This is an optimization exercise on Yosys and OpenROAD, whose aim is small area, a short achievable clock period and few clock cycles per item, not a production implementation. RTL that was checked went through simulation tests only; none was proved equivalent to the original. For run 1, only the layout was checked, not whether the RTL still works. Power figures rest on the tool's default switching activity, not on a simulated workload.

==> design/flow/design.v <==
module vec_normalize (
  input  logic               clk,
  input  logic               rst,
  input  logic               in_valid,
  output logic               in_ready,
  input  logic signed [27:0] real_1,
  input  logic signed [27:0] imag_1,
  input  logic signed [27:0] real_2,
  input  logic signed [27:0] imag_2,
  input  logic signed [55:0] norm_in,
  output logic               out_valid,
  input  logic               out_ready,
  output logic signed [27:0] q_real_1,
  output logic signed [27:0] q_imag_1,
  output logic signed [27:0] q_real_2,
  output logic signed [27:0] q_imag_2,
  output logic               div_zero,
  output logic               sat
);
  function automatic logic [56:0] bk_add(input logic [55:0] a, input logic [55:0] b, input logic ci);
    logic [56:0] g, p;
    logic [55:0] s;
    g = {a & b, ci};
    p = {a ^ b, 1'b0};
    for (int l = 0; l < 6; l++)
      for (int i = 0; i <= 56; i++)
        if (((i + 1) % (2 << l)) == 0 && i >= (1 << l)) begin
          g[i] = g[i] | (p[i] & g[i - (1 << l)]);
          p[i] = p[i] & p[i - (1 << l)];
        end
    for (int l = 5; l >= 0; l--)
      for (int i = 0; i <= 56; i++)
        if (((i + 1) % (2 << l)) == (1 << l) && i >= (2 << l))
          g[i] = g[i] | (p[i] & g[i - (1 << l)]);
    s = a ^ b ^ g[55:0];
    bk_add = {g[56], s};
  endfunction
  logic [1:0]  sidx;       
  logic [1:0]  sidx_n;
  logic [1:0]  ycnt;       
  logic        acc;        
  logic [26:0] s_a;        
  logic        s_sg;
  logic [45:0] ys, yc;     
  logic        y_sg;
  logic [27:0] xsel;
  logic [45:0] mys, myc;    
  logic [56:0] msum;       
  logic        yok, load;
  logic        itag;       
  assign sidx_n = load ? sidx + 2'd1 : sidx;
  always_comb begin
    case (sidx_n)
      2'd0: xsel = real_1;
      2'd1: xsel = imag_1;
      2'd2: xsel = real_2;
      default: xsel = imag_2;
    endcase
  end
  logic cs1, cs2, cs3, cs4, cs5, cs6, cs7, cs8, cs9, cs10, cs11, cs12, cs13, cs14, cs15, cs16, cs17, cs18, cs19, cs20, cs21, cs22, cs23, cs24, cs25, cs26, cs27, cs28, cs29, cs30, cs31, cs32, cs33, cs34, cs35, cs36, cs37, cs38, cs39, cs40, cs41, cs42, cs43, cs44, cs45, cs46, cs47, cs48, cs49, cs50, cs51, cs52, cs53, cs54, cs55, cs56, cs57, cs58, cs59, cs60, cs61, cs62, cs63, cs64, cs65, cs66, cs67, cs68, cs69, cs70, cs71, cs72, cs73, cs74, cs75, cs76, cs77, cs78, cs79, cs80, cs81, cs82, cs83, cs84, cs85, cs86, cs87, cs88, cs89, cs90, cs91, cs92, cs93, cs94, cs95, cs96, cs97, cs98, cs99, cs100, cs101, cs102, cs103, cs104, cs105, cs106, cs107, cs108, cs109, cs110, cs111, cs112, cs113, cs114, cs115, cs116, cs117, cs118, cs119, cs120, cs121, cs122, cs123, cs124, cs125, cs126, cs127, cs128, cs129, cs130, cs131, cs132, cs133, cs134, cs135, cs136, cs137, cs138, cs139, cs140, cs141, cs142, cs143, cs144, cs145, cs146, cs147, cs148, cs149, cs150, cs151, cs152, cs153, cs154, cs155, cs156, cs157, cs158, cs159, cs160, cs161, cs162, cs163, cs164, cs165, cs166, cs167, cs168, cs169, cs170, cs171, cs172, cs173, cs174, cs175, cs176, cs177, cs178, cs179, cs180, cs181, cs182, cs183, cs184, cs185, cs186, cs187, cs188, cs189, cs190, cs191, cs192, cs193, cs194, cs195, cs196, cs197, cs198, cs199, cs200, cs201, cs202, cs203, cs204, cs205, cs206, cs207, cs208, cs209, cs210, cs211, cs212, cs213, cs214, cs215, cs216, cs217, cs218, cs219, cs220, cs221, cs222, cs223, cs224, cs225, cs226, cs227, cs228, cs229, cs230, cs231, cs232, cs233, cs234, cs235, cs236, cs237, cs238, cs239, cs240, cs241, cs242, cs243, cs244, cs245, cs246, cs247, cs248, cs249, cs250, cs251, cs252, cs253, cs254, cs255, cs256, cs257, cs258, cs259, cs260;
  assign cs1 = s_a[0] ^ s_a[19];
  assign cs2 = s_a[0] & s_a[19];
  assign cs3 = s_a[1] ^ s_a[20];
  assign cs4 = s_a[1] & s_a[20];
  assign cs5 = s_a[2] ^ s_a[21];
  assign cs6 = s_a[2] & s_a[21];
  assign cs7 = s_a[3] ^ s_a[22];
  assign cs8 = s_a[3] & s_a[22];
  assign cs9 = s_a[4] ^ s_a[23];
  assign cs10 = s_a[4] & s_a[23];
  assign cs11 = s_a[5] ^ s_a[24];
  assign cs12 = s_a[5] & s_a[24];
  assign cs13 = s_a[6] ^ s_a[25];
  assign cs14 = s_a[6] & s_a[25];
  assign cs15 = s_a[7] ^ s_a[26];
  assign cs16 = s_a[7] & s_a[26];
  assign cs17 = s_a[11] ^ ~s_a[0];
  assign cs18 = s_a[11] & ~s_a[0];
  assign cs19 = s_a[12] ^ ~s_a[1];
  assign cs20 = s_a[12] & ~s_a[1];
  assign cs21 = s_a[13] ^ ~s_a[2];
  assign cs22 = s_a[13] & ~s_a[2];
  assign cs23 = s_a[14] ^ ~s_a[3];
  assign cs24 = s_a[14] & ~s_a[3];
  assign cs25 = s_a[15] ^ ~s_a[4];
  assign cs26 = s_a[15] & ~s_a[4];
  assign cs27 = s_a[16] ^ ~s_a[5];
  assign cs28 = s_a[16] & ~s_a[5];
  assign cs29 = s_a[17] ^ ~s_a[0] ^ ~s_a[6];
  assign cs30 = (s_a[17] & ~s_a[0]) | (s_a[17] & ~s_a[6]) | (~s_a[0] & ~s_a[6]);
  assign cs31 = ~s_a[8] ^ ~s_a[12];
  assign cs32 = ~s_a[8] & ~s_a[12];
  assign cs33 = s_a[18] ^ ~s_a[1] ^ ~s_a[7];
  assign cs34 = (s_a[18] & ~s_a[1]) | (s_a[18] & ~s_a[7]) | (~s_a[1] & ~s_a[7]);
  assign cs35 = ~s_a[9] ^ ~s_a[13];
  assign cs36 = ~s_a[9] & ~s_a[13];
  assign cs37 = ~s_a[2] ^ ~s_a[8] ^ ~s_a[10];
  assign cs38 = (~s_a[2] & ~s_a[8]) | (~s_a[2] & ~s_a[10]) | (~s_a[8] & ~s_a[10]);
  assign cs39 = ~s_a[14] ^ s_sg ^ cs1;
  assign cs40 = (~s_a[14] & s_sg) | (~s_a[14] & cs1) | (s_sg & cs1);
  assign cs41 = ~s_a[3] ^ ~s_a[9] ^ ~s_a[11];
  assign cs42 = (~s_a[3] & ~s_a[9]) | (~s_a[3] & ~s_a[11]) | (~s_a[9] & ~s_a[11]);
  assign cs43 = ~s_a[15] ^ cs2 ^ cs3;
  assign cs44 = (~s_a[15] & cs2) | (~s_a[15] & cs3) | (cs2 & cs3);
  assign cs45 = ~s_a[4] ^ ~s_a[10] ^ ~s_a[12];
  assign cs46 = (~s_a[4] & ~s_a[10]) | (~s_a[4] & ~s_a[12]) | (~s_a[10] & ~s_a[12]);
  assign cs47 = ~s_a[16] ^ cs4 ^ cs5;
  assign cs48 = (~s_a[16] & cs4) | (~s_a[16] & cs5) | (cs4 & cs5);
  assign cs49 = ~s_a[5] ^ ~s_a[11] ^ ~s_a[13];
  assign cs50 = (~s_a[5] & ~s_a[11]) | (~s_a[5] & ~s_a[13]) | (~s_a[11] & ~s_a[13]);
  assign cs51 = ~s_a[17] ^ cs6 ^ cs7;
  assign cs52 = (~s_a[17] & cs6) | (~s_a[17] & cs7) | (cs6 & cs7);
  assign cs53 = ~s_a[6] ^ ~s_a[12] ^ ~s_a[14];
  assign cs54 = (~s_a[6] & ~s_a[12]) | (~s_a[6] & ~s_a[14]) | (~s_a[12] & ~s_a[14]);
  assign cs55 = ~s_a[18] ^ cs8 ^ cs9;
  assign cs56 = (~s_a[18] & cs8) | (~s_a[18] & cs9) | (cs8 & cs9);
  assign cs57 = ~s_a[7] ^ ~s_a[13] ^ ~s_a[15];
  assign cs58 = (~s_a[7] & ~s_a[13]) | (~s_a[7] & ~s_a[15]) | (~s_a[13] & ~s_a[15]);
  assign cs59 = ~s_a[19] ^ cs10 ^ cs11;
  assign cs60 = (~s_a[19] & cs10) | (~s_a[19] & cs11) | (cs10 & cs11);
  assign cs61 = ~s_a[8] ^ ~s_a[14] ^ ~s_a[16];
  assign cs62 = (~s_a[8] & ~s_a[14]) | (~s_a[8] & ~s_a[16]) | (~s_a[14] & ~s_a[16]);
  assign cs63 = ~s_a[20] ^ cs12 ^ cs13;
  assign cs64 = (~s_a[20] & cs12) | (~s_a[20] & cs13) | (cs12 & cs13);
  assign cs65 = ~s_a[9] ^ ~s_a[15] ^ ~s_a[17];
  assign cs66 = (~s_a[9] & ~s_a[15]) | (~s_a[9] & ~s_a[17]) | (~s_a[15] & ~s_a[17]);
  assign cs67 = ~s_a[21] ^ cs14 ^ cs15;
  assign cs68 = (~s_a[21] & cs14) | (~s_a[21] & cs15) | (cs14 & cs15);
  assign cs69 = s_a[8] ^ ~s_a[10] ^ ~s_a[16];
  assign cs70 = (s_a[8] & ~s_a[10]) | (s_a[8] & ~s_a[16]) | (~s_a[10] & ~s_a[16]);
  assign cs71 = ~s_a[18] ^ ~s_a[22] ^ cs16;
  assign cs72 = (~s_a[18] & ~s_a[22]) | (~s_a[18] & cs16) | (~s_a[22] & cs16);
  assign cs73 = s_a[9] ^ ~s_a[11] ^ ~s_a[17];
  assign cs74 = (s_a[9] & ~s_a[11]) | (s_a[9] & ~s_a[17]) | (~s_a[11] & ~s_a[17]);
  assign cs75 = ~s_a[19] ^ ~s_a[23];
  assign cs76 = ~s_a[19] & ~s_a[23];
  assign cs77 = s_a[10] ^ ~s_a[12] ^ ~s_a[18];
  assign cs78 = (s_a[10] & ~s_a[12]) | (s_a[10] & ~s_a[18]) | (~s_a[12] & ~s_a[18]);
  assign cs79 = ~s_a[20] ^ ~s_a[24];
  assign cs80 = ~s_a[20] & ~s_a[24];
  assign cs81 = s_a[11] ^ ~s_a[13] ^ ~s_a[19];
  assign cs82 = (s_a[11] & ~s_a[13]) | (s_a[11] & ~s_a[19]) | (~s_a[13] & ~s_a[19]);
  assign cs83 = ~s_a[21] ^ ~s_a[25];
  assign cs84 = ~s_a[21] & ~s_a[25];
  assign cs85 = s_a[12] ^ ~s_a[14] ^ ~s_a[20];
  assign cs86 = (s_a[12] & ~s_a[14]) | (s_a[12] & ~s_a[20]) | (~s_a[14] & ~s_a[20]);
  assign cs87 = ~s_a[22] ^ ~s_a[26];
  assign cs88 = ~s_a[22] & ~s_a[26];
  assign cs89 = s_a[13] ^ ~s_a[15] ^ ~s_a[21];
  assign cs90 = (s_a[13] & ~s_a[15]) | (s_a[13] & ~s_a[21]) | (~s_a[15] & ~s_a[21]);
  assign cs91 = ~s_a[23] ^ 1'b1;
  assign cs92 = ~s_a[23] & 1'b1;
  assign cs93 = s_a[14] ^ ~s_a[16] ^ ~s_a[22];
  assign cs94 = (s_a[14] & ~s_a[16]) | (s_a[14] & ~s_a[22]) | (~s_a[16] & ~s_a[22]);
  assign cs95 = ~s_a[24] ^ 1'b1;
  assign cs96 = ~s_a[24] & 1'b1;
  assign cs97 = s_a[15] ^ ~s_a[17] ^ ~s_a[23];
  assign cs98 = (s_a[15] & ~s_a[17]) | (s_a[15] & ~s_a[23]) | (~s_a[17] & ~s_a[23]);
  assign cs99 = ~s_a[25] ^ 1'b1;
  assign cs100 = ~s_a[25] & 1'b1;
  assign cs101 = s_a[16] ^ ~s_a[18] ^ ~s_a[24];
  assign cs102 = (s_a[16] & ~s_a[18]) | (s_a[16] & ~s_a[24]) | (~s_a[18] & ~s_a[24]);
  assign cs103 = ~s_a[26] ^ 1'b1;
  assign cs104 = ~s_a[26] & 1'b1;
  assign cs105 = s_a[17] ^ ~s_a[19];
  assign cs106 = s_a[17] & ~s_a[19];
  assign cs107 = s_a[18] ^ ~s_a[20];
  assign cs108 = s_a[18] & ~s_a[20];
  assign cs109 = s_a[9] ^ ~s_a[0];
  assign cs110 = s_a[9] & ~s_a[0];
  assign cs111 = s_a[10] ^ ~s_a[1];
  assign cs112 = s_a[10] & ~s_a[1];
  assign cs113 = ~s_a[2] ^ ~s_a[6] ^ ~s_sg;
  assign cs114 = (~s_a[2] & ~s_a[6]) | (~s_a[2] & ~s_sg) | (~s_a[6] & ~s_sg);
  assign cs115 = ~s_a[3] ^ ~s_a[7] ^ cs18;
  assign cs116 = (~s_a[3] & ~s_a[7]) | (~s_a[3] & cs18) | (~s_a[7] & cs18);
  assign cs117 = ~s_a[4] ^ ~s_a[8] ^ cs20;
  assign cs118 = (~s_a[4] & ~s_a[8]) | (~s_a[4] & cs20) | (~s_a[8] & cs20);
  assign cs119 = ~s_a[5] ^ ~s_a[9] ^ cs22;
  assign cs120 = (~s_a[5] & ~s_a[9]) | (~s_a[5] & cs22) | (~s_a[9] & cs22);
  assign cs121 = ~s_a[6] ^ ~s_a[10] ^ cs24;
  assign cs122 = (~s_a[6] & ~s_a[10]) | (~s_a[6] & cs24) | (~s_a[10] & cs24);
  assign cs123 = ~s_a[7] ^ ~s_a[11] ^ cs26;
  assign cs124 = (~s_a[7] & ~s_a[11]) | (~s_a[7] & cs26) | (~s_a[11] & cs26);
  assign cs125 = ~s_sg ^ cs28 ^ cs29;
  assign cs126 = (~s_sg & cs28) | (~s_sg & cs29) | (cs28 & cs29);
  assign cs127 = cs30 ^ cs32 ^ cs33;
  assign cs128 = (cs30 & cs32) | (cs30 & cs33) | (cs32 & cs33);
  assign cs129 = cs34 ^ cs36 ^ cs37;
  assign cs130 = (cs34 & cs36) | (cs34 & cs37) | (cs36 & cs37);
  assign cs131 = cs38 ^ cs40 ^ cs41;
  assign cs132 = (cs38 & cs40) | (cs38 & cs41) | (cs40 & cs41);
  assign cs133 = cs42 ^ cs44 ^ cs45;
  assign cs134 = (cs42 & cs44) | (cs42 & cs45) | (cs44 & cs45);
  assign cs135 = cs46 ^ cs48 ^ cs49;
  assign cs136 = (cs46 & cs48) | (cs46 & cs49) | (cs48 & cs49);
  assign cs137 = cs50 ^ cs52 ^ cs53;
  assign cs138 = (cs50 & cs52) | (cs50 & cs53) | (cs52 & cs53);
  assign cs139 = cs54 ^ cs56 ^ cs57;
  assign cs140 = (cs54 & cs56) | (cs54 & cs57) | (cs56 & cs57);
  assign cs141 = cs58 ^ cs60 ^ cs61;
  assign cs142 = (cs58 & cs60) | (cs58 & cs61) | (cs60 & cs61);
  assign cs143 = cs62 ^ cs64 ^ cs65;
  assign cs144 = (cs62 & cs64) | (cs62 & cs65) | (cs64 & cs65);
  assign cs145 = cs66 ^ cs68 ^ cs69;
  assign cs146 = (cs66 & cs68) | (cs66 & cs69) | (cs68 & cs69);
  assign cs147 = cs70 ^ cs72 ^ cs73;
  assign cs148 = (cs70 & cs72) | (cs70 & cs73) | (cs72 & cs73);
  assign cs149 = cs74 ^ cs76 ^ cs77;
  assign cs150 = (cs74 & cs76) | (cs74 & cs77) | (cs76 & cs77);
  assign cs151 = cs78 ^ cs80 ^ cs81;
  assign cs152 = (cs78 & cs80) | (cs78 & cs81) | (cs80 & cs81);
  assign cs153 = cs82 ^ cs84 ^ cs85;
  assign cs154 = (cs82 & cs84) | (cs82 & cs85) | (cs84 & cs85);
  assign cs155 = cs86 ^ cs88 ^ cs89;
  assign cs156 = (cs86 & cs88) | (cs86 & cs89) | (cs88 & cs89);
  assign cs157 = cs90 ^ cs92 ^ cs93;
  assign cs158 = (cs90 & cs92) | (cs90 & cs93) | (cs92 & cs93);
  assign cs159 = cs94 ^ cs96 ^ cs97;
  assign cs160 = (cs94 & cs96) | (cs94 & cs97) | (cs96 & cs97);
  assign cs161 = cs98 ^ cs100 ^ cs101;
  assign cs162 = (cs98 & cs100) | (cs98 & cs101) | (cs100 & cs101);
  assign cs163 = ~s_a[25] ^ cs102 ^ cs104;
  assign cs164 = (~s_a[25] & cs102) | (~s_a[25] & cs104) | (cs102 & cs104);
  assign cs165 = ~s_a[26] ^ 1'b1 ^ cs106;
  assign cs166 = (~s_a[26] & 1'b1) | (~s_a[26] & cs106) | (1'b1 & cs106);
  assign cs167 = s_a[19] ^ ~s_a[21];
  assign cs168 = s_a[19] & ~s_a[21];
  assign cs169 = s_a[20] ^ ~s_a[22];
  assign cs170 = s_a[20] & ~s_a[22];
  assign cs171 = s_a[21] ^ ~s_a[23];
  assign cs172 = s_a[21] & ~s_a[23];
  assign cs173 = s_a[22] ^ ~s_a[24];
  assign cs174 = s_a[22] & ~s_a[24];
  assign cs175 = s_a[23] ^ ~s_a[25];
  assign cs176 = s_a[23] & ~s_a[25];
  assign cs177 = s_a[24] ^ ~s_a[26];
  assign cs178 = s_a[24] & ~s_a[26];
  assign cs179 = s_a[5] ^ ~s_a[0];
  assign cs180 = s_a[5] & ~s_a[0];
  assign cs181 = s_a[6] ^ ~s_a[1];
  assign cs182 = s_a[6] & ~s_a[1];
  assign cs183 = s_a[7] ^ ~s_a[2];
  assign cs184 = s_a[7] & ~s_a[2];
  assign cs185 = s_a[8] ^ ~s_a[3];
  assign cs186 = s_a[8] & ~s_a[3];
  assign cs187 = ~s_a[4] ^ ~s_sg ^ cs109;
  assign cs188 = (~s_a[4] & ~s_sg) | (~s_a[4] & cs109) | (~s_sg & cs109);
  assign cs189 = ~s_a[5] ^ cs110 ^ cs111;
  assign cs190 = (~s_a[5] & cs110) | (~s_a[5] & cs111) | (cs110 & cs111);
  assign cs191 = cs17 ^ cs112 ^ cs113;
  assign cs192 = (cs17 & cs112) | (cs17 & cs113) | (cs112 & cs113);
  assign cs193 = cs19 ^ cs114 ^ cs115;
  assign cs194 = (cs19 & cs114) | (cs19 & cs115) | (cs114 & cs115);
  assign cs195 = cs21 ^ cs116 ^ cs117;
  assign cs196 = (cs21 & cs116) | (cs21 & cs117) | (cs116 & cs117);
  assign cs197 = cs23 ^ cs118 ^ cs119;
  assign cs198 = (cs23 & cs118) | (cs23 & cs119) | (cs118 & cs119);
  assign cs199 = cs25 ^ cs120 ^ cs121;
  assign cs200 = (cs25 & cs120) | (cs25 & cs121) | (cs120 & cs121);
  assign cs201 = cs27 ^ cs122 ^ cs123;
  assign cs202 = (cs27 & cs122) | (cs27 & cs123) | (cs122 & cs123);
  assign cs203 = cs31 ^ cs124 ^ cs125;
  assign cs204 = (cs31 & cs124) | (cs31 & cs125) | (cs124 & cs125);
  assign cs205 = cs35 ^ cs126 ^ cs127;
  assign cs206 = (cs35 & cs126) | (cs35 & cs127) | (cs126 & cs127);
  assign cs207 = cs39 ^ cs128 ^ cs129;
  assign cs208 = (cs39 & cs128) | (cs39 & cs129) | (cs128 & cs129);
  assign cs209 = cs43 ^ cs130 ^ cs131;
  assign cs210 = (cs43 & cs130) | (cs43 & cs131) | (cs130 & cs131);
  assign cs211 = cs47 ^ cs132 ^ cs133;
  assign cs212 = (cs47 & cs132) | (cs47 & cs133) | (cs132 & cs133);
  assign cs213 = cs51 ^ cs134 ^ cs135;
  assign cs214 = (cs51 & cs134) | (cs51 & cs135) | (cs134 & cs135);
  assign cs215 = cs55 ^ cs136 ^ cs137;
  assign cs216 = (cs55 & cs136) | (cs55 & cs137) | (cs136 & cs137);
  assign cs217 = cs59 ^ cs138 ^ cs139;
  assign cs218 = (cs59 & cs138) | (cs59 & cs139) | (cs138 & cs139);
  assign cs219 = cs63 ^ cs140 ^ cs141;
  assign cs220 = (cs63 & cs140) | (cs63 & cs141) | (cs140 & cs141);
  assign cs221 = cs67 ^ cs142 ^ cs143;
  assign cs222 = (cs67 & cs142) | (cs67 & cs143) | (cs142 & cs143);
  assign cs223 = cs71 ^ cs144 ^ cs145;
  assign cs224 = (cs71 & cs144) | (cs71 & cs145) | (cs144 & cs145);
  assign cs225 = cs75 ^ cs146 ^ cs147;
  assign cs226 = (cs75 & cs146) | (cs75 & cs147) | (cs146 & cs147);
  assign cs227 = cs79 ^ cs148 ^ cs149;
  assign cs228 = (cs79 & cs148) | (cs79 & cs149) | (cs148 & cs149);
  assign cs229 = cs83 ^ cs150 ^ cs151;
  assign cs230 = (cs83 & cs150) | (cs83 & cs151) | (cs150 & cs151);
  assign cs231 = cs87 ^ cs152 ^ cs153;
  assign cs232 = (cs87 & cs152) | (cs87 & cs153) | (cs152 & cs153);
  assign cs233 = cs91 ^ cs154 ^ cs155;
  assign cs234 = (cs91 & cs154) | (cs91 & cs155) | (cs154 & cs155);
  assign cs235 = cs95 ^ cs156 ^ cs157;
  assign cs236 = (cs95 & cs156) | (cs95 & cs157) | (cs156 & cs157);
  assign cs237 = cs99 ^ cs158 ^ cs159;
  assign cs238 = (cs99 & cs158) | (cs99 & cs159) | (cs158 & cs159);
  assign cs239 = cs103 ^ cs160 ^ cs161;
  assign cs240 = (cs103 & cs160) | (cs103 & cs161) | (cs160 & cs161);
  assign cs241 = cs105 ^ cs162 ^ cs163;
  assign cs242 = (cs105 & cs162) | (cs105 & cs163) | (cs162 & cs163);
  assign cs243 = cs107 ^ cs164 ^ cs165;
  assign cs244 = (cs107 & cs164) | (cs107 & cs165) | (cs164 & cs165);
  assign cs245 = cs108 ^ cs166 ^ cs167;
  assign cs246 = (cs108 & cs166) | (cs108 & cs167) | (cs166 & cs167);
  assign cs247 = 1'b1 ^ cs168 ^ cs169;
  assign cs248 = (1'b1 & cs168) | (1'b1 & cs169) | (cs168 & cs169);
  assign cs249 = 1'b1 ^ cs170 ^ cs171;
  assign cs250 = (1'b1 & cs170) | (1'b1 & cs171) | (cs170 & cs171);
  assign cs251 = 1'b1 ^ cs172 ^ cs173;
  assign cs252 = (1'b1 & cs172) | (1'b1 & cs173) | (cs172 & cs173);
  assign cs253 = 1'b1 ^ cs174 ^ cs175;
  assign cs254 = (1'b1 & cs174) | (1'b1 & cs175) | (cs174 & cs175);
  assign cs255 = 1'b1 ^ cs176 ^ cs177;
  assign cs256 = (1'b1 & cs176) | (1'b1 & cs177) | (cs176 & cs177);
  assign cs257 = s_a[25] ^ cs178;
  assign cs258 = s_a[25] & cs178;
  assign cs259 = s_a[26] ^ 1'b1;
  assign cs260 = s_a[26] & 1'b1;
  assign mys = {cs258, cs256, cs254, cs252, cs250, cs248, cs246, cs244, cs242, cs240, cs238, cs236, cs234, cs232, cs230, cs228, cs226, cs224, cs222, cs220, cs218, cs216, cs214, cs212, cs210, cs208, cs206, cs204, cs202, cs200, cs198, cs196, cs194, cs192, cs190, cs188, cs186, cs184, cs182, cs180, ~s_sg, s_a[4], s_a[3], s_a[2], s_a[1], s_a[0]};
  assign myc = {cs259, cs257, cs255, cs253, cs251, cs249, cs247, cs245, cs243, cs241, cs239, cs237, cs235, cs233, cs231, cs229, cs227, cs225, cs223, cs221, cs219, cs217, cs215, cs213, cs211, cs209, cs207, cs205, cs203, cs201, cs199, cs197, cs195, cs193, cs191, cs189, cs187, cs185, cs183, cs181, cs179, 1'b0, 1'b0, 1'b0, 1'b0, s_sg};
  assign msum = bk_add({10'd0, ys}, {10'd0, yc}, 1'b0);
  assign in_ready = acc;
  assign yok = ~acc & ycnt[1];    
  always_ff @(posedge clk) begin
    s_a  <= xsel[26:0] ^ {27{xsel[27]}};
    s_sg <= xsel[27];
    ys   <= mys;
    yc   <= myc;
    y_sg <= s_sg;
    if (rst) begin
      sidx <= '0;
      ycnt <= '0;
      acc  <= 1'b0;
      itag <= 1'b0;
    end else begin
      if (acc) begin
        if (in_valid) begin
          acc  <= 1'b0;
          ycnt <= '0;
        end
      end else if (load) begin
        sidx <= sidx_n;
        ycnt <= 2'd1;
        if (sidx == 2'd3) begin
          acc  <= 1'b1;
          itag <= ~itag;
        end
      end else if (!in_valid) begin
        ycnt <= '0;
      end else if (!ycnt[1]) begin
        ycnt <= ycnt + 2'd1;
      end
    end
  end
  logic [5:0]  nmsb_in;    
  logic        big_in, dz_in;
  logic [63:0]  lzv;
  logic [383:0] lzi;
  always_comb begin
    lzv = {10'd0, norm_in[53:0]};
    lzi = '0;
    for (int lv = 0; lv < 6; lv++)
      for (int i = 0; i < (64 >> (lv + 1)); i++) begin
        lzi[6*i +: 6] = lzv[2*i+1] ? (lzi[6*(2*i+1) +: 6] | 6'(1 << lv)) : lzi[6*(2*i) +: 6];
        lzv[i] = lzv[2*i+1] | lzv[2*i];
      end
    nmsb_in = lzi[5:0];
  end
  assign dz_in  = norm_in[55] | (norm_in == '0);
  assign big_in = dz_in | norm_in[54];
  logic [1:0]        run, fin, ld, free, xfer, last, satd;
  logic [1:0][4:0]   j;          
  logic [1:0][52:0]  r;          
  logic [1:0][8:0]   l;          
  logic [1:0][15:0]  qp;         
  logic [1:0]        c_sg, c_sat;
  logic [1:0][1:0]   cidx;       
  logic [1:0][53:0]  t, d;
  logic [1:0]        ge, z3, z8, sk3, sk8;
  logic [1:0][15:0]  qp_n;
  logic [1:0][53:0]  nrmn;       
  logic [1:0][5:0]   nmsb;       
  logic [1:0]        big, dz, ctag;
  logic [1:0][54:0]  sm;         
  logic [1:0]        wv, wsg, wsat, wdz, wbw, wtag;
  logic              otag;       
  logic [1:0][15:0]  wq;
  logic [1:0][1:0]   widx;
  logic [1:0][16:0]  wdat;
  logic              ov, vfree;
  for (genvar u = 0; u < 2; u++) begin : g_div
    logic [56:0] dsum;
    logic [15:0] mag;
    assign t[u] = {r[u], l[u][8]};
    assign dsum = {3'd0, t[u]} + {3'b111, nrmn[u]} + 57'd1;    
    assign d[u] = dsum[53:0];
    assign ge[u] = ~dsum[55] & ~big[u];    
    always_comb begin
      sm[u][54] = big[u];
      for (int i = 0; i < 54; i++) sm[u][i] = big[u] | (6'(i) <= nmsb[u]);
    end
    always_comb begin
      z3[u] = 1'b1;
      z8[u] = 1'b1;
      for (int i = 0; i < 53; i++) begin
        if (i + 4 <= 54) begin
          if (r[u][i] & ~sm[u][i+4]) z3[u] = 1'b0;
        end else if (r[u][i]) z3[u] = 1'b0;
        if (i + 9 <= 54) begin
          if (r[u][i] & ~sm[u][i+9]) z8[u] = 1'b0;
        end else if (r[u][i]) z8[u] = 1'b0;
      end
    end
    assign sk8[u]  = (j[u] >= 5'd8) & z8[u];
    assign sk3[u]  = ~sk8[u] & (j[u] >= 5'd3) & z3[u];
    assign last[u] = run[u] & (j[u] == 5'd0);
    assign satd[u] = run[u] & ~sk8[u] & ~sk3[u] & (j[u] == 5'd16) & ge[u];
    assign wbw[u]  = wv[u] & ~ov & (wtag[u] == otag);
    assign xfer[u] = (last[u] | fin[u]) & (~wv[u] | wbw[u]);
    assign free[u] = (~run[u] & ~fin[u]) | xfer[u];
    always_comb begin
      qp_n[u] = qp[u];
      if (run[u]) begin
        if (sk8[u])      qp_n[u] = {qp[u][7:0], 8'd0};
        else if (sk3[u]) qp_n[u] = {qp[u][12:0], 3'd0};
        else             qp_n[u] = {qp[u][14:0], ge[u]};
      end
    end
    assign mag = wsat[u] ? 16'hffff : wq[u];
    assign wdat[u] = wsg[u] ? 17'(-{1'b0, mag}) : {1'b0, mag};
    always_ff @(posedge clk) begin
      if (ld[u]) begin
        r[u] <= {7'd0, msum[45:9]};
        l[u] <= msum[8:0];
        j[u] <= 5'd16;
      end else if (sk8[u]) begin
        r[u] <= {r[u][44:0], l[u][8:1]};
        l[u] <= {l[u][0], 8'd0};
        j[u] <= j[u] - 5'd8;
      end else if (sk3[u]) begin
        r[u] <= {r[u][49:0], l[u][8:6]};
        l[u] <= {l[u][5:0], 3'd0};
        j[u] <= j[u] - 5'd3;
      end else begin
        r[u] <= ge[u] ? d[u][52:0] : t[u][52:0];
        l[u] <= {l[u][7:0], 1'b0};
        j[u] <= j[u] - 5'd1;
      end
      qp[u] <= qp_n[u];
      if (satd[u]) c_sat[u] <= 1'b1;
      if (ld[u]) begin
        c_sg[u]  <= y_sg;
        c_sat[u] <= 1'b0;
        cidx[u]  <= sidx;
        ctag[u]  <= itag;
        nrmn[u]  <= ~norm_in[53:0];
        nmsb[u]  <= nmsb_in;
        big[u]   <= big_in;
        dz[u]    <= dz_in;
      end
      if (xfer[u]) begin
        wq[u]   <= qp_n[u];
        wsg[u]  <= c_sg[u];
        wsat[u] <= c_sat[u];
        wdz[u]  <= dz[u];
        widx[u] <= cidx[u];
        wtag[u] <= ctag[u];
      end
      if (rst) begin
        run[u] <= 1'b0;
        fin[u] <= 1'b0;
        wv[u]  <= 1'b0;
      end else begin
        wv[u] <= xfer[u] | (wv[u] & ~wbw[u]);
        if (ld[u]) begin
          run[u] <= 1'b1;
          fin[u] <= 1'b0;
        end else begin
          if (run[u] & (last[u] | satd[u])) run[u] <= 1'b0;
          fin[u] <= satd[u] | ((fin[u] | last[u]) & ~xfer[u]);
        end
      end
    end
  end
  assign ld[0] = yok & free[0];
  assign ld[1] = yok & ~free[0] & free[1];
  assign load  = ld[0] | ld[1];
  logic [3:0][16:0] ob;
  logic [2:0]       wcnt;       
  logic [2:0]       wcnt_n;
  logic             osat, odz;
  assign wcnt_n = wcnt + {2'd0, wbw[0]} + {2'd0, wbw[1]};
  always_ff @(posedge clk) begin
    for (int k = 0; k < 4; k++) begin
      if (wbw[0] & (widx[0] == 2'(k)))      ob[k] <= wdat[0];
      else if (wbw[1] & (widx[1] == 2'(k))) ob[k] <= wdat[1];
    end
    if (wbw[0] | wbw[1]) begin
      odz  <= wbw[0] ? wdz[0] : wdz[1];
      osat <= ((wcnt != 3'd0) & osat) | (wbw[0] & wsat[0]) | (wbw[1] & wsat[1]);
    end
    if (rst) begin
      wcnt <= '0;
      ov   <= 1'b0;
      otag <= 1'b0;
    end else if (ov) begin
      if (out_ready) begin
        ov   <= 1'b0;
        wcnt <= '0;
        otag <= ~otag;
      end
    end else begin
      wcnt <= wcnt_n;
      ov   <= wcnt_n[2];
    end
  end
  assign out_valid = ov;
  assign q_real_1  = {{11{ob[0][16]}}, ob[0]};
  assign q_imag_1  = {{11{ob[1][16]}}, ob[1]};
  assign q_real_2  = {{11{ob[2][16]}}, ob[2]};
  assign q_imag_2  = {{11{ob[3][16]}}, ob[3]};
  assign div_zero  = odz;
  assign sat       = osat;
endmodule
==> design/flow/flow/run.sh <==
#!/bin/bash
# The standard flow, with its timing repair aimed at a period well below the
# clock's and plain buffers on the ports; make's output goes to standard.log,
# each ORFS step's to its own log under orfs/logs.
bash standard.sh SETUP_SLACK_MARGIN=7.5 TNS_END_PERCENT=100 CORE_UTILIZATION=40 \
  "BUFFER_PORTS_ARGS=-buffer_cell sky130_fd_sc_hd__buf_1" finish > standard.log 2>&1
==> design/flow/standard.sh <==
#!/bin/bash
# synth_recipe.tcl (not shown) runs the flow's synth.tcl, then flattens the netlist and writes it again
# the make line also repeats each setting of config.mk as NAME=value (left out here)
make -C /OpenROAD-flow-scripts/flow DESIGN_CONFIG=/design/flow/config.mk WORK_HOME=/design/flow/orfs CLKGATE_MAP_FILE= SYNTH_SCRIPT=/design/flow/synth_recipe.tcl "${@:-finish}"
==> design/flow/config.mk <==
export PLATFORM = sky130hd
export DESIGN_NAME = vec_normalize
export DESIGN_NICKNAME = vec_normalize
export VERILOG_FILES = /design/flow/design.v
export SDC_FILE = /design/flow/constraint.sdc
export NUM_CORES = 4
export LEC_CHECK = 0
export CAP_MARGIN = 20
export CORE_MARGIN = 2
export CORE_UTILIZATION = 40
export SLEW_MARGIN = 20
==> design/flow/constraint.sdc <==
create_clock -name core_clock -period 11.0 [get_ports {clk}]
set_input_delay 2.2000 -clock core_clock [delete_from_list [all_inputs] [get_ports {clk}]]
set_output_delay 2.2000 -clock core_clock [all_outputs]
set_load 0.01 [all_outputs]
==> results.cfg, run 1 <==
[finish]
nNetsFinal = 4673
final_cell_mix = nand2_1, a21oi_1, nor2_1
area_delta_synth_final_pct = 23.05
final_common_cell = nand2_1
nFillCells = 8187
design_area_mm2 = 0.04371
final_util = 0.4954
drive_gt1_frac = 0.1838

[synth]
seq_area_frac_synth = 0.3776
synth_top_area_frac = 0.2080
yosys_warnings = 1
synthDistinctLibCells = 89
syn-instance-count = 3841
ys_ff_latch = 547
synth_nets = 4324
ys.flop_type = dfxtp_1
async_reset_ff_frac = 0
synth_area_leader_cell = edfxtp_1
synth_edf_count = 246
syn_area_mm2 = 0.03552
avgSynthCellArea_um2 = 9.248
synth.top_cells.by_area = edfxtp_1, dfxtp_1, ha_1, fa_1, a21oi_1

[route]
remaining_drc_errors = 0
drt_wl_total_um = 136100
wl_met3_um = 12960
drtIter0Drc = 3774
dr.pass1.iters = 8
vias = 32900
wl_met2_um = 60530
viasPerCell = 6.079
ant_nets = 0
wl_met1_um = 52430
wl_per_cell_um = 25.15
top_layer = met5

[clock_tree]
h-tree-depth = 2
root_buffer = clkbuf_16
clkSinkCount = 547
tritoncts = yes
cts.clk_slew.worst_paths_ns = 0.07
clkLatencyLatePin_ns = 0.65
cts.path.max_buffers = 3
cts-buffers-inserted = 61
hold_buffers = 0

[min_path]
hold_depth = 0
hold_path.class = flip-flop to flip-flop

[power]
total_power_mw = 11.74
power_density_mw_per_mm2 = 268.7
power.leakage_nw = 17.81
vdd_ir_drop_max_mv = 0.2083

[critical_path]
cp-end-kind = flip-flop
critPathMaxFanout = 5
arrival_ns = 4.52
start_kind = flip-flop
worstSetupPathType = flip-flop to flip-flop
worst_ep_required_time_ns = 11.59
rr_worst_depth = 12

[outcome]
status = complete, no violations

[sta]
setup_viol = 0
tightest_slew_ns = 1.094
slew_violations = 0
fmax_ghz = 0.2543
post-route-period-util = 0.3575
rsz0062_at_grt = yes
fin_tns_setup_ns = 0
maxSlewHeadroom = 0.2704
period_minus_slack_ns = 3.933
hold_viol = 0
final.setup_skew_ns = 0.03201
hold_slack_ns = 0.4115

[run]
max-cap-violations = 0

[floorplan]
die_area_mm2 = 0.09121
start_util = 0.4026
die_w_um = 302.0
die_h_um = 302.0
num_io_pins = 288
core_mm2 = 0.08824
num_rows = 109

[placed_design]
routabilityCongestion = 0.9753
placedInstanceArea_mm2 = 0.03731
io_buffers = 287
hpwl_um = 94710

[grt]
grt_max_degree = 76
grt_overflow = 0
grt.total_usage = 0.2833
first_global_vias = 31170
grt_pass1_wl_um = 195100
antenna_found_initial = 8
layout make-up:
type                            count  area, um^2  area share
Multi-Input combinational cell   2798       21810      0.4990
Sequential cell                   547       13490      0.3087
Timing Repair Buffer              510        3822     0.08745
Clock buffer                       74        1635     0.03741
Tap cell                         1165        1458     0.03335
Inverter                          271        1042     0.02384
Clock inverter                     42       430.4    0.009847
Antenna cell                        4       10.01   0.0002290
Timing Repair inverter              1       7.507   0.0001717
final timing paths:
check | from | end | slack, ns
hold / removal | s_a[0] | ys[0] | 0.41
setup reg to reg | nrmn[3] | r[4] | 7.07
hold reg to reg | s_a[0] | ys[0] | 0.41
setup / recovery | nrmn[3] | r[4] | 7.07
routing by layer:
layer	global-route usage	vias up
met5	0	-
met1	0.3609	15690
met2	0.4527	1999
met3	0.04712	473
met4	0.1702	8
li1	-	14730
cell families after synthesis:
kind of cell / share of synthesized area
buffers and inverters: 0.05931
adders and majority gates: 0.1341
muxes: 0.04012
and+or+nand+nor: 0.1357
DFF: 0.3776
xor gates and xnor gates: 0.04068
AOI/OAI and AO/OA: 0.2124
stage by stage:
step                      worst slack, ns  std cells
after floorplan                     7.386       3841
after global placement              5.866       5088
after detailed placement            5.843       5088
after CTS                           7.329       5339
after global routing                7.048       5409
final                               7.067       5412
power by group:
group | switching, mW | total (mW) | internal (mW)
sequential | 0.814 | 3.42 | 2.60
clock | 0.904 | 2.09 | 1.19
combinational | 3.62 | 6.24 | 2.62
total | 5.34 | 11.7 | 6.41
repair_timing:
item | 4_1_cts | 5_1_grt
cloned | 21 | 14
buffers inserted | 114 | 55
resized for setup | 258 | 314
hold endpoints to repair | 0 | 0
setup endpoints to repair | 380 | 251
pin swaps | 73 | 118
state kept, by name, indices dropped and copies added, names as in the netlist, 3 cells and up:
name,count
s_a,27
ob,68
yc,42
cidx,4
l,18
qp,32
j,10
widx,4
nmsb,12
ys,46
r,106
wcnt,3
wq,32
nrmn,108
worst max-delay path, cell delays in order (launching register included):
cell and delay [ns]:
edfxtp_1 0.48, ha_4 0.33, o21a_1 0.18, o31ai_4 0.12
a211oi_2 0.27, or4b_4 0.57, a2111oi_4 0.54, nor4_4 0.10
or2_4 0.30, buf_12 0.15, or3_4 0.37, a311o_1 0.33
a21oi_2 0.13
cell usage after synthesis (22+ instances only):
master and count:
a211oi_1 29, a21o_1 83, a21oi_1 328, a22oi_1 24, a311oi_1 34, a31oi_1 44, buf_2 31, buf_4 44
clkbuf_1 140, dfxtp_1 301, edfxtp_1 246, fa_1 107, ha_1 204, inv_1 268, mux2i_1 67, mux4_2 28
nand2_1 354, nand2b_1 33, nand3_1 79, nand4_1 40, nor2_1 318, nor2b_1 29, nor3_1 58, o211ai_1 37
o21ai_0 242, o21bai_1 22, o22ai_1 31, o31ai_1 37, xnor2_1 90, xor2_1 75
==> inputs of run 2 (changes only) <==
--- a/design/flow/design.v
+++ b/design/flow/design.v
@@ -381,5 +381,5 @@
   logic [1:0]        ge, z3, z8, sk3, sk8;
   logic [1:0][15:0]  qp_n;
-  logic [1:0][53:0]  nrmn;       
+  logic [1:0][53:0]  nrm;        
   logic [1:0][5:0]   nmsb;       
   logic [1:0]        big, dz, ctag;
@@ -395,5 +395,5 @@
     logic [15:0] mag;
     assign t[u] = {r[u], l[u][8]};
-    assign dsum = {3'd0, t[u]} + {3'b111, nrmn[u]} + 57'd1;    
+    assign dsum = {3'd0, t[u]} - {3'd0, nrm[u]};
     assign d[u] = dsum[53:0];
     assign ge[u] = ~dsum[55] & ~big[u];    
@@ -456,5 +456,5 @@
         cidx[u]  <= sidx;
         ctag[u]  <= itag;
-        nrmn[u]  <= ~norm_in[53:0];
+        nrm[u]   <= norm_in[53:0];
         nmsb[u]  <= nmsb_in;
         big[u]   <= big_in;
==> design/flow/flow/run.sh (replaced) <==
#!/bin/bash
# The standard flow, with its timing repair aimed at a period well below the
# clock's and plain buffers on the ports; make's output goes to standard.log,
# each ORFS step's to its own log under orfs/logs.
bash standard.sh SETUP_SLACK_MARGIN=7.25 TNS_END_PERCENT=100 CORE_UTILIZATION=40 CTS_CLUSTER_SIZE=30 CTS_CLUSTER_DIAMETER=60 \
  "BUFFER_PORTS_ARGS=-buffer_cell sky130_fd_sc_hd__buf_2" finish > standard.log 2>&1
==> results.cfg, run 2 <==
[outcome]
status = complete, no violations

[synth]
synth_top_family_by_area = compound AO/OA/AOI/OAI gates
yosysMostFrequentCell = inv_1
avgSynthCellArea_um2 = 9.302
synthSimpleGateAreaFrac = 0.1277
async_reset_ff_frac = 0
synth_nets = 4375
synth_xor_area_frac = 0.03893
synth.top_cells.by_area = edfxtp_1, dfxtp_1, ha_1, fa_1, a21oi_1
synth_fa_ha_area_frac = 0.1304
ys_ff_latch = 547
synthMuxAreaShare = 0.04498
yosys_warnings = 1
synthTopCellsByCount = inv_1, nor2_1, dfxtp_1
synthDistinctLibCells = 104
synth_compound_area_frac = 0.2166
syn_area_mm2 = 0.03622
ys.flop_type = dfxtp_1
syn-instance-count = 3894
synth_edf_count = 246
synth_area_leader_cell = edfxtp_1
seq_area_frac_synth = 0.3703
synth_top_area_frac = 0.2039

[critical_path]
critPathMaxFanout = 4
reg2reg_slack_ns = 7.29
start_kind = input pin
cp-end-kind = flip-flop
arrival_ns = 4.29
worstSetupPathType = input pin to flip-flop
worst_ep_required_time_ns = 11.41

[finish]
drive_gt1_frac = 0.1774
final_common_cell = inv_1
final_util = 0.4689
final_cell_mix = inv_1, nor2_1, buf_2
max_flop_register = nrm
design_area_mm2 = 0.04214
largest_register_ffs = 108
top_regs = nrm (108), r (106), ob (68)
area_delta_synth_final_pct = 16.34
nNetsFinal = 4604

[power]
total_power_mw = 11.60
clock_power_share = 0.201
p_switching_mw = 5.532
vdd_ir_drop_max_mv = 0.1531
power_frac_comb = 0.502
seq_power_share = 0.297
intPower_mw = 6.069
power_density_mw_per_mm2 = 275.3
power.leakage_nw = 17.65
netSwitchingFraction = 0.4768

[sta]
final.setup_skew_ns = 0.02699
slew_violations = 0
hold_viol = 0
hold_slack_ns = 0.4235
tightest_slew_ns = 1.061
fmax_ghz = 0.2577
setup_viol = 0
fin_tns_setup_ns = 0
post-route-period-util = 0.3528
rsz0062_at_grt = yes
period_minus_slack_ns = 3.881
maxSlewHeadroom = 0.2925

[route]
vias = 32050
wl_per_cell_um = 25.56
drt_wl_total_um = 136800
viasPerCell = 5.990
dr.pass1.iters = 8
remaining_drc_errors = 0
drtIter0Drc = 3526
ant_nets = 0

[placed_design]
placedInstanceArea_mm2 = 0.03814
hpwl_um = 100400
io_buffers = 287
routabilityCongestion = 0.9766

[floorplan]
start_util = 0.4030
core_mm2 = 0.08987
die_h_um = 304.9
num_rows = 110
num_io_pins = 288
die_w_um = 304.9
die_area_mm2 = 0.09298

[grt]
grt.total_usage = 0.2834
grt_max_degree = 74
grt_pass1_wl_um = 200000
first_global_vias = 30550
grt_overflow = 0
antenna_found_initial = 9

[clock_tree]
cts-buffers-inserted = 58
tritoncts = yes
cts.path.max_buffers = 3
clkLatencyLatePin_ns = 0.66
cts.clk_slew.worst_paths_ns = 0.09
root_buffer = clkbuf_16
clkSinkCount = 547
h-tree-depth = 2

[min_path]
hold_path.class = flip-flop to flip-flop

[run]
max-cap-violations = 0
## run 2: power groups by stage
stage,combinational (mW),clock (mW),sequential [mW]
4_1_cts,5.58,2.35,3.38
3_3_place_gp,5.34,0,3.43
6_report,5.83,2.33,3.45
2_1_floorplan,3.56,0,3.03
5_1_grt,6.32,2.43,3.46
3_5_place_dp,5.37,0,3.43
## run 2: critical path, stage by stage
cell	delay [ns]
buf_2	0.18
or4_1	0.58
nor3_2	0.51
and3_4	0.36
inv_1	0.09
o21ai_0	0.37
## run 2: final timing paths
path | from | to | cells after the start
hold reg to reg | cidx[3] | widx[3] | 0
setup / recovery | norm_in[48] | nmsb[4] | 6
setup reg to reg | nmsb[5] | r[33] | 11
hold / removal | cidx[3] | widx[3] | 0
## run 2: repair_timing
item                                    4_1_cts  5_1_grt
endpoints found under the setup margin      335      164
gates cloned                                  9        6
buffers inserted                             49       28
hold buffers                                  0        0
hold endpoints to repair                      0        0
pin swaps                                    17       23
resized for setup                            98       94
## run 2: area by class of cell
cell class / instances / area (um^2)
fillers: 8623 / 47730
multi-input cells: 2775 / 20980
flip-flops and latches: 547 / 13460
repair buffers: 402 / 2594
clock buffers: 62 / 1530
well taps: 1176 / 1471
inverters: 339 / 1285
clock inverters: 47 / 818.3
diodes: 3 / 7.507
## run 2: kinds of logic (layout without fill, tap and decap cells)
family,Yosys count,after routing
mux,126,127
flops,547,547
fa+ha+maj,314,314
other cells,0,3
compound gates,1176,1176
xor+xnor,161,162
simple gates,988,996
buf+inv,582,850
## run 2: per-stage QoR
step | cells | setup WS [ns]
2_1_floorplan | 3894 | 7.260
3_3_place_gp | 5147 | 5.745
3_5_place_dp | 5147 | 5.649
4_1_cts | 5314 | 7.195
5_1_grt | 5348 | 7.132
6_report | 5351 | 7.119
## run 2: routing by layer
| metal | part of all wire | wire length, um | vias up | track usage |
|---|---|---|---|---|
| li1 | - | - | 14640 | - |
| met1 | 0.41 | 56070 | 15360 | 0.3747 |
| met2 | 0.44 | 60030 | 1682 | 0.4393 |
| met3 | 0.087 | 11890 | 359 | 0.04916 |
| met4 | 0.064 | 8741 | 10 | 0.1584 |
| met5 | 0.00039 | 53 | - | 0 |
Testbench counts of run 2, summed over its fixed seeds: cycles 9,352, items 512.
==> inputs of run 3 (changes only) <==
==> design/flow/flow/run.sh (replaced) <==
#!/bin/bash
# The standard flow, with its timing repair aimed at a period well below the
# clock's and plain buffers on the ports; make's output goes to standard.log,
# each ORFS step's to its own log under orfs/logs.
bash standard.sh SETUP_SLACK_MARGIN=7.5 TNS_END_PERCENT=100 CORE_UTILIZATION=40 CTS_CLUSTER_SIZE=30 CTS_CLUSTER_DIAMETER=60 \
  "BUFFER_PORTS_ARGS=-buffer_cell sky130_fd_sc_hd__buf_2" finish > standard.log 2>&1
==> results.cfg, run 3 <==
[sta]
post-route-period-util = 0.3252
hold_viol = 0
fin_tns_setup_ns = 0
fmax_ghz = 0.2796
hold_slack_ns = 0.3934
final.setup_skew_ns = 0.03650
slew_violations = 0
period_minus_slack_ns = 3.577
maxSlewHeadroom = 0.3121
setup_viol = 0
rsz0062_at_grt = yes
tightest_slew_ns = 1.032

[synth]
synth_edf_count = 246
ys_ff_latch = 547
syn_area_mm2 = 0.03622
synth_nets = 4375
yosysMostFrequentCell = inv_1
seq_area_frac_synth = 0.3703
synth_top_area_frac = 0.2039
async_reset_ff_frac = 0
synth.top_cells.by_area = edfxtp_1, dfxtp_1, ha_1, fa_1, a21oi_1
synth_area_leader_cell = edfxtp_1
syn-instance-count = 3894
synthDistinctLibCells = 104
yosys_warnings = 1
ys.flop_type = dfxtp_1
synthTopCellsByCount = inv_1, nor2_1, dfxtp_1
avgSynthCellArea_um2 = 9.302

[route]
drtIter0Drc = 3486
wl_per_cell_um = 24.86
dr.pass1.iters = 6
drt_wl_total_um = 133800
vias = 32260
remaining_drc_errors = 0
ant_nets = 0
viasPerCell = 5.993

[critical_path]
reg2reg_slack_ns = 7.55
cp_num_buf_inv = 1
reg2reg_to = r[27]
worst_ep_required_time_ns = 11.41
worstSetupPathType = input pin to flip-flop
rr_worst_depth = 12
critPathTopFamily = simple AND/OR/NAND/NOR gates
worstPathCellList = buf_2 > or4_4 > nor2_1 > o21ai_1 > a21oi_1 > nor2_2 > o21bai_1 > a31oi_1 > o21ai_2
critPathMaxFanout = 4
slowest_delay_ns = 0.58
r2r_start = nmsb[4]
cp-end-kind = flip-flop
start_kind = input pin
arrival_ns = 3.99
slowest_stage = or4_4

[clock_tree]
cts.path.max_buffers = 3
clkSinkCount = 547
h-tree-depth = 2
tritoncts = yes
clkLatencyLatePin_ns = 0.61
cts-buffers-inserted = 42
hold_buffers = 0
cts.clk_slew.worst_paths_ns = 0.09
root_buffer = clkbuf_16

[placed_design]
placedInstanceArea_mm2 = 0.03817
io_buffers = 287
routabilityCongestion = 0.9891
hpwl_um = 97750

[finish]
drive_gt1_frac = 0.2055
top_regs = nrm (108), r (106), ob (68)
nFillCells = 8542
max_flop_register = nrm
design_area_mm2 = 0.04292
area_delta_synth_final_pct = 18.50
final_cell_mix = inv_1, nor2_1, nand2_1
largest_register_ffs = 108
final_common_cell = inv_1
nNetsFinal = 4647

[floorplan]
die_w_um = 304.9
die_area_mm2 = 0.09298
num_io_pins = 288
die_h_um = 304.9
core_mm2 = 0.08987
start_util = 0.4030
num_rows = 110

[power]
vdd_ir_drop_max_mv = 0.1586
power_density_mw_per_mm2 = 263.4
netSwitchingFraction = 0.4755
intPower_mw = 5.931
clock_power_share = 0.153
power_frac_comb = 0.542
power.leakage_nw = 17.82
seq_power_share = 0.305
p_switching_mw = 5.376

[min_path]
hold_depth = 0
hold_path.class = flip-flop to flip-flop
min_from = s_a[0]
hold_end = ys[0]

[outcome]
status = complete, no violations

[grt]
grt.total_usage = 0.2740
grt_overflow = 0
antenna_found_initial = 14
grt-busiest-layer = met2
grt_use_met3 = 0.05243
met2_usage = 0.4385
use_met1 = 0.3436
grt_max_degree = 75
grt_pass1_wl_um = 193900
first_global_vias = 30520

[run]
max-cap-violations = 0
## run 3: cell counts after synthesis
No cell type changed its count.
## run 3: per-stage QoR
stage | cells | setup WS, ns | power (mW) | utilization
after floorplan | 3894 | 7.295 | 6.596 | -
after global placement | 5147 | 5.928 | 8.750 | 0.4246
after detailed placement | 5147 | 5.817 | 8.772 | 0.4247
after CTS | 5311 | 7.441 | 10.85 | 0.4596
after global routing | 5376 | 7.360 | 11.90 | 0.4774
final | 5382 | 7.423 | 11.31 | 0.4776
## run 3: power groups by stage
| stage | Clock, mW | Combinational [mW] | Sequential (mW) |
|---|---|---|---|
| final | 1.73 | 6.13 | 3.45 |
| after floorplan | 0 | 3.56 | 3.03 |
| after detailed placement | 0 | 5.37 | 3.40 |
| after global routing | 1.83 | 6.61 | 3.46 |
| after global placement | 0 | 5.34 | 3.41 |
| after CTS | 1.76 | 5.73 | 3.36 |
## run 3: logic make-up (layout without fill, tap and decap cells)
family / count (synthesis) / count (layout) / share of synthesized area
compound gates: 1176 / 1177 / 0.2166
xor+xnor: 161 / 162 / 0.03893
fa+ha+maj: 314 / 314 / 0.1304
buf+inv: 582 / 881 / 0.07116
flops: 547 / 547 / 0.3703
mux: 126 / 127 / 0.04498
other cells: 0 / 6 / 0
simple gates: 988 / 992 / 0.1277
## run 3: repair_timing
| item | CTS | global route |
|---|---|---|
| gates resized for setup | 183 | 223 |
| buffers inserted | 74 | 58 |
| setup endpoints to repair | 402 | 276 |
| pin swaps | 34 | 61 |
| cloned | 12 | 7 |
## run 3: how the worst max path moves through the flow
stage	start	endpoint	slack, ns	depth (start not counted)
4_1_cts	nrm[54]	r[86]	7.44	13
3_5_place_dp	run[0]	r[0]	5.82	11
5_1_grt	norm_in[9]	nmsb[8]	7.36	9
2_1_floorplan	norm_in[45]	big[0]	7.30	5
3_3_place_gp	run[0]	r[0]	5.93	11
6_report	norm_in[9]	nmsb[8]	7.42	9
## run 3: final cells by class
class,instances,area (um^2),area share
antenna,6,15.01,0.0003498
clock buffer,46,1130,0.02632
clock inverter,32,407.9,0.009503
inverter,339,1290,0.03005
multi-input combinational,2772,21450,0.4998
sequential,547,13490,0.3143
tap,1176,1471,0.03428
timing repair buffer,464,3665,0.08538
## run 3: per-layer routing
layer / vias up / wire (um)
met5: - / 99
met4: 16 / 9493
met3: 396 / 11640
met2: 1698 / 60150
met1: 15430 / 52390
li1: 14710 / -
==> inputs of run 4 (changes only) <==
--- a/design/flow/design.v
+++ b/design/flow/design.v
@@ -357,4 +357,6 @@
   logic [5:0]  nmsb_in;    
   logic        big_in, dz_in;
+  logic [5:0]  nmsb_q;
+  logic        big_q, dz_q;
   logic [63:0]  lzv;
   logic [383:0] lzi;
@@ -371,4 +373,9 @@
   assign dz_in  = norm_in[55] | (norm_in == '0);
   assign big_in = dz_in | norm_in[54];
+  always_ff @(posedge clk) begin
+    nmsb_q <= nmsb_in;
+    big_q  <= big_in;
+    dz_q   <= dz_in;
+  end
   logic [1:0]        run, fin, ld, free, xfer, last, satd;
   logic [1:0][4:0]   j;          
@@ -457,7 +464,7 @@
         ctag[u]  <= itag;
         nrm[u]   <= norm_in[53:0];
-        nmsb[u]  <= nmsb_in;
-        big[u]   <= big_in;
-        dz[u]    <= dz_in;
+        nmsb[u]  <= nmsb_q;
+        big[u]   <= big_q;
+        dz[u]    <= dz_q;
       end
       if (xfer[u]) begin
==> results.cfg, run 4 <==
[outcome]
status = complete, no violations

[synth]
ys.flop_type = dfxtp_1
synthTopCellsByCount = a21oi_1, inv_1, dfxtp_1
avgSynthCellArea_um2 = 9.328
synth.top_cells.by_area = edfxtp_1, dfxtp_1, ha_1, fa_1, a21oi_1
ys_ff_latch = 555
syn-instance-count = 3865
synth_top_area_frac = 0.2049
synthDistinctLibCells = 99
synth_edf_count = 246
synth_area_leader_cell = edfxtp_1
yosys_warnings = 1
synth_nets = 4348
yosysMostFrequentCell = a21oi_1
async_reset_ff_frac = 0
seq_area_frac_synth = 0.3765
syn_area_mm2 = 0.03605

[clock_tree]
clkLatencyLatePin_ns = 0.64
clkSinkCount = 555
tritoncts = yes
hold_buffers = 0
cts.clk_slew.worst_paths_ns = 0.08
cts.path.max_buffers = 3
h-tree-depth = 2
root_buffer = clkbuf_16
cts-buffers-inserted = 51

[placed_design]
pre_cts_slack_ns = 5.890
routabilityCongestion = 1.014
hpwl_um = 95080
io_buffers = 287

[run]
max-cap-violations = 0

[route]
drt_wl_total_um = 132300
vias = 31880
ant_nets = 0
wl_per_cell_um = 24.69
viasPerCell = 5.949
remaining_drc_errors = 0
drtIter0Drc = 3285
dr.pass1.iters = 8

[sta]
fmax_ghz = 0.2814
hold_viol = 0
fin_tns_setup_ns = 0
setup_slack_ns = 7.447
rsz0062_at_grt = yes
setup_viol = 0
period_minus_slack_ns = 3.553
tightest_slew_ns = 1.162
slew_violations = 0
post-route-period-util = 0.3230
final.setup_skew_ns = 0.02502
maxSlewHeadroom = 0.2199

[floorplan]
start_util = 0.4018
num_rows = 110
die_area_mm2 = 0.09255
num_io_pins = 288
core_mm2 = 0.08974
die_w_um = 304.2
die_h_um = 304.2

[grt]
first_global_vias = 30380
grt_pass1_wl_um = 192600
grt_max_degree = 76
grt.total_usage = 0.2723
antenna_found_initial = 10
grt_overflow = 0

[critical_path]
start_kind = flip-flop
worstSetupPathType = flip-flop to output port
arrival_ns = 1.35
critPathMaxFanout = 6
cp-end-kind = output port
worst_ep_required_time_ns = 8.80

[finish]
nNetsFinal = 4618
area_delta_synth_final_pct = 19.54
top_regs = nrm (108), r (106), ob (68)
drive_gt1_frac = 0.2064
final_cell_mix = inv_1, a21oi_1, nor2_1
final_common_cell = inv_1
largest_register_ffs = 108
max_flop_register = nrm

[power]
power_density_mw_per_mm2 = 259.7
power.leakage_nw = 18.25
total_power_mw = 11.19
vdd_ir_drop_max_mv = 0.1815

[min_path]
hold_path.class = flip-flop to flip-flop
==> run 4: critical path, cell delays in order, from the launching register on <==
cell and delay (ns):
edfxtp_1 0.43, buf_6 0.17, buf_6 0.12
==> run 4: final timing paths <==
check                              from      endpoint  slack, ns  depth (start not counted)
worst min register to register    dz[0]        wdz[0]       0.42                          0
worst max-delay path             ob[16]  q_real_1[21]       7.45                          2
worst min-delay path              dz[0]        wdz[0]       0.42                          0
worst max register to register  nmsb[9]        r[103]       7.46                         13
==> run 4: power by group <==
part / total [mW] / switching (mW) / leakage [nW] / internal [mW]
sequential: 3.43 / 0.787 / 4.84 / 2.64
combinational: 5.77 / 3.42 / 12.5 / 2.35
clock: 2.00 / 0.939 / 0.901 / 1.06
==> run 4: cells by family (layout without fill, tap and decap cells) <==
logic type	after synthesis	after routing	share of synthesized area
DFF	555	555	0.3765
xor gates and xnor gates	160	161	0.03908
muxes	139	140	0.04893
AOI/OAI and AO/OA	1181	1186	0.2113
adders and majority gates	318	318	0.1322
and+or+nand+nor	940	940	0.1224
buffers and inverters	572	877	0.06955
other	0	6	0
==> run 4: timing repair <==
item                                   4_1_cts  5_1_grt
pin swaps                                   27       59
setup endpoints to repair                  385      262
gates cloned                                13        5
setup buffers                               76       46
endpoints found under the hold margin        0        0
resized for setup                          227      183
==> run 4: stage by stage <==
step                utilization  hold WS (ns)  std cells  instance area, um^2
floorplan                     -        0.3546       3865                36090
global placement         0.4241        0.4012       5118                38050
detailed placement       0.4241        0.4045       5118                38060
CTS                      0.4664        0.4236       5302                41850
global route             0.4801        0.4296       5353                43080
finish                   0.4803        0.4222       5359                43100
==> run 4: layer usage <==
layer | up-vias | part of all wire | GRT usage
met4 | 6 | 0.065 | 0.1492
met3 | 373 | 0.085 | 0.04812
li1 | 14570 | - | -
met1 | 15310 | 0.40 | 0.3461
met2 | 1624 | 0.45 | 0.4402
met5 | - | 0.00033 | 0
==> run 4: layout make-up <==
cell class	instances	area (um^2)
clock inverter	35	462.9
fill	8417	46640
tap	1176	1471
inverter	333	1289
sequential	555	13660
clock buffer	60	1405
multi-input combinational	2745	21330
antenna	6	15.01
timing repair buffer	449	3463
Testbench counts of run 4, summed over its fixed seeds: cycles 9,352, items 512.
==> inputs of run 5 (changes only) <==
==> design/flow/flow/run.sh (replaced) <==
#!/bin/bash
# The standard flow, with its timing repair aimed at a period well below the
# clock's and plain buffers on the ports; make's output goes to standard.log,
# each ORFS step's to its own log under orfs/logs.
bash standard.sh SETUP_SLACK_MARGIN=7.5 TNS_END_PERCENT=0 CORE_UTILIZATION=40 CTS_CLUSTER_SIZE=30 CTS_CLUSTER_DIAMETER=60 \
  "BUFFER_PORTS_ARGS=-buffer_cell sky130_fd_sc_hd__buf_2" finish > standard.log 2>&1
==> results.cfg, run 5 <==
[grt]
grt_pass1_wl_um = 186500
grt.total_usage = 0.2630
antenna_found_initial = 11
grt_max_degree = 87
grt_overflow = 0
first_global_vias = 29660

[synth]
syn_area_mm2 = 0.03605
synthDistinctLibCells = 99
synth.top_cells.by_area = edfxtp_1, dfxtp_1, ha_1, fa_1, a21oi_1
syn-instance-count = 3865
synth_edf_count = 246
ys_ff_latch = 555
async_reset_ff_frac = 0
synth_nets = 4348
seq_area_frac_synth = 0.3765
yosys_warnings = 1
ys.flop_type = dfxtp_1
synth_top_area_frac = 0.2049
avgSynthCellArea_um2 = 9.328
yosysMostFrequentCell = a21oi_1
synthTopCellsByCount = a21oi_1, inv_1, dfxtp_1
synth_area_leader_cell = edfxtp_1

[floorplan]
die_h_um = 304.2
core_mm2 = 0.08974
die_w_um = 304.2
start_util = 0.4018
num_io_pins = 288
die_area_mm2 = 0.09255
num_rows = 110

[clock_tree]
clkSinkCount = 555
cts-buffers-inserted = 46
root_buffer = clkbuf_16
h-tree-depth = 2
cts.path.max_buffers = 3
cts.clk_slew.worst_paths_ns = 0.10
clkLatencyLatePin_ns = 0.65
tritoncts = yes

[finish]
max_flop_register = nrm
top_regs = nrm (108), r (106), ob (68)
final_common_cell = a21oi_1
nNetsFinal = 4560
final_util = 0.4648
area_delta_synth_final_pct = 15.69
final_cell_mix = a21oi_1, inv_1, nor2_1
drive_gt1_frac = 0.1747
nFillCells = 8626
stdcell_count = 5296
largest_register_ffs = 108

[power]
power.leakage_nw = 17.74
seq_power_share = 0.314
netSwitchingFraction = 0.4684
vdd_ir_drop_max_mv = 0.1497
power_density_mw_per_mm2 = 261.3
p_switching_mw = 5.106
power_frac_comb = 0.506
intPower_mw = 5.794
clock_power_share = 0.179

[sta]
hold_viol = 0
period_minus_slack_ns = 3.625
fmax_ghz = 0.2759
hold_slack_ns = 0.3989
setup_viol = 0
setup_slack_ns = 7.375
fin_tns_setup_ns = 0
final.setup_skew_ns = 0.04125
post-route-period-util = 0.3295
tightest_slew_ns = 1.156
slew_violations = 0
rsz0062_at_grt = yes
maxSlewHeadroom = 0.2214

[critical_path]
reg2reg_to = r[0]
critPathMaxFanout = 32
worst_ep_required_time_ns = 11.49
start_kind = flip-flop
reg2reg_slack_ns = 7.38
rr_worst_depth = 11
r2r_start = nmsb[2]
worstSetupPathType = flip-flop to flip-flop
arrival_ns = 4.12
cp-end-kind = flip-flop

[outcome]
status = complete, no violations

[route]
viasPerCell = 5.934
vias = 31420
ant_nets = 0
dr.pass1.iters = 6
drt_wl_total_um = 126600
drtIter0Drc = 3240
remaining_drc_errors = 0
wl_per_cell_um = 23.91

[placed_design]
place_inst = 5117
io_buffers = 287
hpwl_um = 94750
routabilityCongestion = 0.9756
pre_cts_slack_ns = 6.478

[min_path]
min_from = s_a[0]
hold_end = ys[0]
hold_path.class = flip-flop to flip-flop
hold_depth = 0

[run]
max-cap-violations = 0
[run 5: cell counts after synthesis]
No cell type changed its count.
[run 5: power groups by stage]
stage,clock [mW],sequential (mW),combinational (mW)
6_report,1.95,3.43,5.52
5_1_grt,2.06,3.44,6.00
4_1_cts,1.98,3.36,5.24
3_5_place_dp,0,3.41,4.98
3_3_place_gp,0,3.42,4.95
2_1_floorplan,0,3.02,3.36
[run 5: through the flow]
stage	total power, mW	cell area (um^2)
global placement	8.364	38010
floorplan	6.383	36060
global route	11.51	41700
finish	10.90	41710
detailed placement	8.381	38010
CTS	10.58	40900
[run 5: routing by layer]
layer / vias up / GRT usage / wire [um]
met5: - / 0 / 87
met4: 12 / 0.1574 / 8627
met3: 375 / 0.04192 / 10870
met2: 1679 / 0.4135 / 56300
met1: 14920 / 0.3420 / 50750
li1: 14430 / - / -
[run 5: kinds of logic (layout without fill, tap and decap cells)]
kind of cell,after synthesis,count (layout),share of synthesized area
DFF,555,555,0.3765
xor gates and xnor gates,160,161,0.03908
and+or+nand+nor,940,940,0.1224
AOI/OAI and AO/OA,1181,1183,0.2113
buffers and inverters,572,818,0.06955
adders and majority gates,318,318,0.1322
muxes,139,140,0.04893
other,0,5,0
[run 5: cell type report]
| cell class | instances | area, um^2 | area share |
|---|---|---|---|
| sequential | 555 | 13630 | 0.3267 |
| timing repair buffer | 399 | 2626 | 0.06296 |
| clock buffer | 50 | 1251 | 0.03000 |
| inverter | 333 | 1270 | 0.03045 |
| tap | 1176 | 1471 | 0.03528 |
| antenna | 5 | 12.51 | 0.0003000 |
| clock inverter | 36 | 591.8 | 0.01419 |
| multi-input combinational | 2742 | 20860 | 0.5002 |
[run 5: worst max-delay path by stage]
stage,from,to,slack (ns)
after floorplan,j[5],big[1],7.12
after global placement,nmsb[8],wq[16],6.47
after detailed placement,run[1],s_a[7],6.48
after CTS,norm_in[45],big_q,7.39
after global routing,r[38],r[0],7.34
final,nmsb[2],r[0],7.38
[run 5: timing repair]
action / in CTS / in global routing
buffers inserted: 52 / 24
resized for setup: 108 / 124
endpoints found under the setup margin: 387 / 354
pin swaps: 12 / 26
hold buffers: 0 / 0
gates cloned: 5 / 7
[run 5: worst max-delay path, cell delays in order, from the launching register on]
cell and delay (ns):
edfxtp_1 0.35, buf_6 0.25, nor2_1 0.20, a211oi_1 0.45, o221ai_1 0.23, a221oi_1 0.43
o2111a_1 0.30, o2111ai_4 0.12, buf_4 0.32, and2_2 0.33, a222oi_1 0.33, a21oi_1 0.13

what the ideal ports hide:
No port has a modelled driver above. Below, the same layouts with a new extraction and two added sets of constraints. Step 1 assumes that a clkbuf_16 drives the clock port and a buf_2 every other input. Step 2 also shifts input and output timing later by t, the mid clock arrival at the registers, as if the neighbouring blocks saw the same clock. Slacks: no drivers / after step 1 / after step 2; pairs: no drivers / after step 1.
| run | t, ns | setup WS [ns] | clock arrival spread, ns | pins driven straight from the clock port |
|---|---|---|---|---|
| run 1 | 0.708 | 7.067 / 7.067 / 6.786 | 0.033 / 0.032 | 1 |
| run 2 | 0.721 | 7.119 / 7.172 / 6.451 | 0.033 / 0.032 | 1 |
| run 3 | 0.660 | 7.423 / 7.390 / 6.774 | 0.037 / 0.038 | 1 |
| run 4 | 0.695 | 7.447 / 7.380 / 6.896 | 0.030 / 0.030 | 1 |
| run 5 | 0.692 | 7.375 / 7.375 / 6.855 | 0.042 / 0.042 | 1 |
After both steps every run listed still meets setup and hold. For run 2, which loses most, drivers alone change the setup slack by +0.053 ns; drivers and shift together by -0.668 ns.
